Source: an optimization exercise on an open RTL-to-GDS flow (aim: small area, a short achievable clock period and few clock cycles per item). Production flows keep margins and buffers that such runs may drop.
The RTL was checked by simulation tests, not by an equivalence proof against the original design.
Power and IR drop assume default switching activity.

==> flow/design.v, too long to show whole: its modules and the start of the top module <==
// module math_core_alu: 708 lines
module math_core_alu #(
    parameter int DW = 32,
    parameter int CW = 32
) (
    input  logic          clk,
    input  logic          rst,
    input  logic [0:1]    mode,
    input  logic          in_valid,
    output logic          in_ready,
    input  logic [0:DW-1] ain,
    input  logic [0:DW-1] bin,
    output logic          out_valid,
    input  logic          out_ready,
    output logic [0:DW-1] result,
    output logic          ovf,
    output logic [0:CW-1] statistic,
    input  logic          stat_ld,
    input  logic [0:CW-1] stat_din,
    input  logic          flush,
    output logic          busy
);
  // ...
==> flow/flow/run.sh <==
#!/bin/bash
# The standard layout, with plain buf_1 port buffers and a tighter setup target
# for timing repair; the log of the whole make run goes to standard.log.
bash standard.sh BUFFER_PORTS_ARGS="-buffer_cell sky130_fd_sc_hd__buf_1" SETUP_SLACK_MARGIN=5.2 finish > standard.log 2>&1
==> flow/standard.sh <==
#!/bin/bash
# synth_recipe.tcl (not shown) runs the flow's synth.tcl, then flattens the netlist and writes it again
# the make line also repeats each setting of config.mk as NAME=value (left out here)
make -C /OpenROAD-flow-scripts/flow DESIGN_CONFIG=/design/flow/config.mk WORK_HOME=/design/flow/orfs CLKGATE_MAP_FILE= SYNTH_SCRIPT=/design/flow/synth_recipe.tcl "${@:-finish}"
==> flow/config.mk <==
export PLATFORM = sky130hd
export DESIGN_NAME = math_core_alu
export DESIGN_NICKNAME = math_core_alu
export VERILOG_FILES = /design/flow/design.v
export SDC_FILE = /design/flow/constraint.sdc
export NUM_CORES = 4
export LEC_CHECK = 0
export ABC_AREA = 1
export CAP_MARGIN = 20
export CORE_MARGIN = 2
export CORE_UTILIZATION = 40
export CTS_CLUSTER_DIAMETER = 100
export CTS_CLUSTER_SIZE = 30
export SLEW_MARGIN = 20
==> flow/constraint.sdc <==
create_clock -name core_clock -period 10.0 [get_ports {clk}]
set_input_delay 2.0000 -clock core_clock [delete_from_list [all_inputs] [get_ports {clk}]]
set_output_delay 2.0000 -clock core_clock [all_outputs]
set_load 0.01 [all_outputs]
==> metrics.md, run 1 <==
| Metric | Value |
|---|---|
| Status | no timing/DRC/antenna violations |
| Clock Latency Late Sink | 0.54 ns |
| Power, Total | about 7200 uW |
| Top routing layer in use | met4 |
| Worst-path fanout max | 14 |
| Worst EP arrival | 5.03 ns |
| CTS tree | yes |
| Grt total ovfl | 0 |
| Top cell category | multi-input combinational cells |
| Fraction of area in multi-input gates | 0.604 |
| Top post-synthesis cells by area | edfxtp_1 (21%), xor2_1 (12%), nand2_1 (9.8%) |
| Final Setup Violations | 0 |
| Mapped Area | 0.0238 sq mm |
| Setup WS pre-CTS | roughly 4.5 ns |
| Vias in the first global route | 22,200 |
| XOR/XNOR Fraction of Synth Area | 0.168 |
| Post-route ant nets | 0 |
| Count leader, synth | nand2_1 |
| Tap Cells | 773 |
| Post-route cell area | 0.0265 sq mm |
| Synth Area in Compound Gates | 0.213 |
| Final Skew | 0.0251 ns |
| First-pass GRT wire length | about 140,000 microns |
| Comb power | ~5300 uW |
| CTS-repair resized insts | 54 |
Testbench counts, summed over its fixed seeds: cycles 16,016, items 16,000.
==> run 2: changes to the inputs <==
--- a/flow/design.v
+++ b/flow/design.v
@@ -22,17 +22,17 @@
     logic [31:0]   a1;
     logic [31:0]   b1;
     logic [32:1]   a3_1;
     logic [10:0]   bs1_1, bs2_1, bs3_1, bs4_1;
     logic [9:0]    bneg_1;
     logic          bgt_1;            
     logic [1:0]    m1;
     logic          v1;
-    localparam int K = 24;
+    localparam int K = 20;
     logic [31:K]   s2;
     logic [31:K]   c2;
     logic [K-1:0]  lo2;
     logic          ck2;
     logic          k1_2;
     logic          k2_2;
     logic          mulp2;
     logic [2-1:0] l32_2;
--- a/flow/config.mk
+++ b/flow/config.mk
@@ -5,10 +5,10 @@
 export SDC_FILE = /design/flow/constraint.sdc
 export NUM_CORES = 4
 export LEC_CHECK = 0
 export ABC_AREA = 1
 export CAP_MARGIN = 20
 export CORE_MARGIN = 2
 export CORE_UTILIZATION = 40
 export CTS_CLUSTER_DIAMETER = 100
-export CTS_CLUSTER_SIZE = 30
+export CTS_CLUSTER_SIZE = 20
 export SLEW_MARGIN = 20
==> metrics.md, run 2 <==
| Metric | Value |
|---|---|
| GRT Total Usage | 0.300 |
| R2R Path Start | bs3_1[2]$_DFFE_PN_ |
| Std cell rows | 89 |
| Pre-antenna DRT Iters | 12 |
| Share of layout cells above drive strength 1 | 0.0755 |
| Seq/Total Area, Yosys | 0.254 |
| Ys async rst share | 0.170 |
| Top flop regs | a1 x32, a3_1 x32, r_stat x32 |
| Io pins | 172 |
| Count leader, synth | nand2_1 |
| Setup crit start | ck2$_DFFE_PN_ |
| Most frequent cells in the layout | nand2_1 (572), xor2_1 (328), inv_1 (291) |
| Core area | between 0.05 and 0.06 sq mm |
| Peak Freq | approximately 210 MHz |
| Num Clock Sinks | roughly 210 |
| # H-tree levels | 1 |
| Worst-path fanout max | 2 (-12) |
| Clock Latency Late Sink | 0.54 ns (about the same) |
| Period utilization | 0.480 |
| Vias/cell | 5.99 |
| Worst Hold Path Cells | 2 |
| Syn Area/Cell | between 7 and 8 sq um |
| Post-Syn Instances | about 3,200 |
| Fin Setup TNS | 0 ns |
| Worst-margin pin slew | 1.06 ns |
| CTS hold repair buffers | 0 |
| Hold/Removal Path Class | flip-flop to flip-flop |
| Hold EP | v2$_DFF_PN0_ |
| 1st-iter DRT viols | 3,006 |
| Routed len/inst | 23.1 microns |
| Final Skew | 0.0283 ns (+0.00325 ns) |
| Vias in the first global route | 22,300 (+0.68%) |
| Slew margin rel. | 0.296 |
| Clock-pin slew on the worst setup and hold paths | 0.09 ns |
| Post-route minimum period | 4.80 ns |
| Clk root buf | clkbuf_16 |
| Fillers | 6,141 |
| P&R area growth vs syn | 9.65% |
| Synth top cells by count | nand2_1 (578), xor2_1 (331), inv_1 (301) |
| WHS | about 0.54 ns |
| P per Cell Area | 277 mW/mm^2 |
| Placer congestion estimate | 1.04 |
| TritonCTS Buffers | 16 |
| Mapped Area | 0.0237 sq mm (-0.72%) |
| Fin nets | roughly 3,500 |
| P_leak | ~0.011 uW |
| Critical path type | flip-flop to primary output |
| Status | no timing/DRC/antenna violations |
| Die area | approximately 0.061 sq mm |
| Most common cell after layout, fill and taps aside | nand2_1 |
| Final Setup Violations | 0 (unchanged) |
| Critical path launch point type | flip-flop |
| First-pass GRT wire length | 139,000 microns (-0.40%) |
| Crit path capture type | primary output |
| Ys flop type | edfxtp_1 |
| Chip Width | 247 microns |
| Top post-synthesis cells by area | edfxtp_1 (22%), xor2_1 (12%), nand2_1 (9.2%) |
| Synth area leader | edfxtp_1 |
| Synth warn | 1 |
| Final Hold Vio Count | 0 |
| CTS tree | yes |
| Largest net degree at the start of global routing | 62 |
| Seq cells post-synth | 206 |
| Die Span Y | 247 microns |
| Initial antenna violation count | 3 |
| Critical Path RT | roughly 8 ns |
| Worst EP arrival | 2.80 ns (-2.23 ns) |
| Detailed Route WL | 94,400 microns |
| DR vias | around 24,000 |
| Worst VDD drop | between 0.15 and 0.2 mV |
| Post-synth EDFFs | approximately 170 |
| Post-DP HPWL | 69,400 microns |
| Hold_sp | v1$_DFF_PN0_ |
| Fin. max-slew vios | 0 |
| Cell variety after synth | 67 |
| Syn Nets | about 3,400 |
| Residual DRC | 0 |
| Clock buffer depth | 3 |
| Yosys top cell area share | 0.217 |
| Starting Density | 0.402 |
| Max-cap violations | 0 |
| Grt total ovfl | 0 (unchanged) |
| Post-route ant nets | 0 (unchanged) |
| R2r setup slk | 5.26 ns |
| Setup repair after global routing missed its margin | true |
| Worst flop-to-flop path endpoint | lo2[19]$_DFFE_PN_ |
| R2r worst-path depth | 21 |
| PortBufs | roughly 170 |
-- run 2: per-stage QoR --
stage                     area (sq um)  instances  setup WS [ns]  utilization  total power [uW]
after floorplan                  23700       3209           5.37            -              4970
after global placement           24700       4013           4.68        0.420              6190
after detailed placement         24700       4013           4.64        0.420              6220
after CTS                        25500       4061           5.14        0.434              7010
after global routing             25900       4085           5.01        0.441              7810
final                            25900       4087           5.20        0.441              7180
-- run 2: per-layer routing --
metal  global-route usage  wire (microns)  vias to the layer above
met1                0.400           38600                    11200
met3                0.102           11800                      435
met4                0.127            5770                        2
met5              0.00245              12                        -
li1                     -               -                    11400
met2                0.440           38200                     1514
-- run 2: kinds of logic after synthesis --
family / count (synthesis) / synth area share
buffers and inverters: 518 / 0.0900
and+or+nand+nor: 1114 / 0.203
AOI/OAI and AO/OA: 785 / 0.213
xor gates and xnor gates: 447 / 0.167
adders and majority gates: 136 / 0.0719
DFF: 206 / 0.254
muxes: 3 / 0.00127
-- run 2: repair_timing --
action	4_1_cts	5_1_grt
setup buffers	20	18
resized for setup	42	68
endpoints found under the setup margin	14	16
pin swaps	8	18
gates cloned	1	6
-- run 2: cell type report --
cell class | count | area [sq um] | share of cell area
diodes | 2 | 5.00 | 0.000193
clock buffers | 20 | 437 | 0.0168
clock inverters | 7 | 66.3 | 0.00256
inverters | 345 | 1410 | 0.0543
multi-input cells | 2485 | 15700 | 0.607
flip-flops and latches | 206 | 6010 | 0.232
well taps | 773 | 967 | 0.0373
repair buffers | 242 | 1260 | 0.0486
repair inverters | 7 | 38.8 | 0.00150
-- run 2: report_power, final --
group / switching, uW / leakage, uW / internal, uW
Combinational: 3240 / 0.00870 / 1870
Clock: 348 / 0.000248 / 323
Sequential: 219 / 0.00226 / 1190
Total: 3800 / 0.0112 / 3380
-- run 2: worst max-delay path: stages, from the launching register on --
cell and delay [ns]:
edfxtp_1 0.43, inv_2 0.06, fa_2 0.40, o21ai_2 0.20, a21oi_2 0.08, inv_1 0.07
a21oi_2 0.07, o21ai_2 0.13, a21oi_1 0.08, o21bai_1 0.19, a21oi_1 0.10, nor2_1 0.10
nor2_1 0.06, xor2_1 0.15, buf_2 0.14
-- run 2: worst max-delay path by stage --
stage / to / slack [ns]
after floorplan: a3_1[29]$_DFFE_PN_ / 5.37
after global placement: a3_1[29]$_DFFE_PN_ / 4.68
after detailed placement: a3_1[29]$_DFFE_PN_ / 4.64
after CTS: result[0] / 5.14
after global routing: ovf / 5.01
final: result[0] / 5.20
Testbench counts of run 2, summed over its fixed seeds: cycles 16,016, items 16,000.

re-timing with driven ports:
In the flow no input, the clock included, has a driving cell. The finished layouts below were timed again as built, in two steps.
Step 1, drivers: a clkbuf_16 drives clk and a buf_2 each remaining input, both assumed.
Step 2 moves the port delays by t, midway between the first and last clock arrival at a register: inputs arrive t later, outputs are due t later. That takes back most of the time a late clock gives input paths.
Slacks: ideal / step 1 / step 2; pairs: ideal / step 1.
run | t, ns | setup WS [ns] | worst setup path at the end | worst register clock-pin slew, ns
run 1 | 0.590 | 5.244 / 5.244 / 4.934 | input to register | 0.11 / 0.11
run 2 | 0.588 | 5.204 / 5.143 / 4.923 | input to register | 0.09 / 0.09
After both steps every run listed still meets setup and hold. For run 1, which loses most, drivers alone change the setup slack by 0.000 ns; drivers and shift together by -0.310 ns.
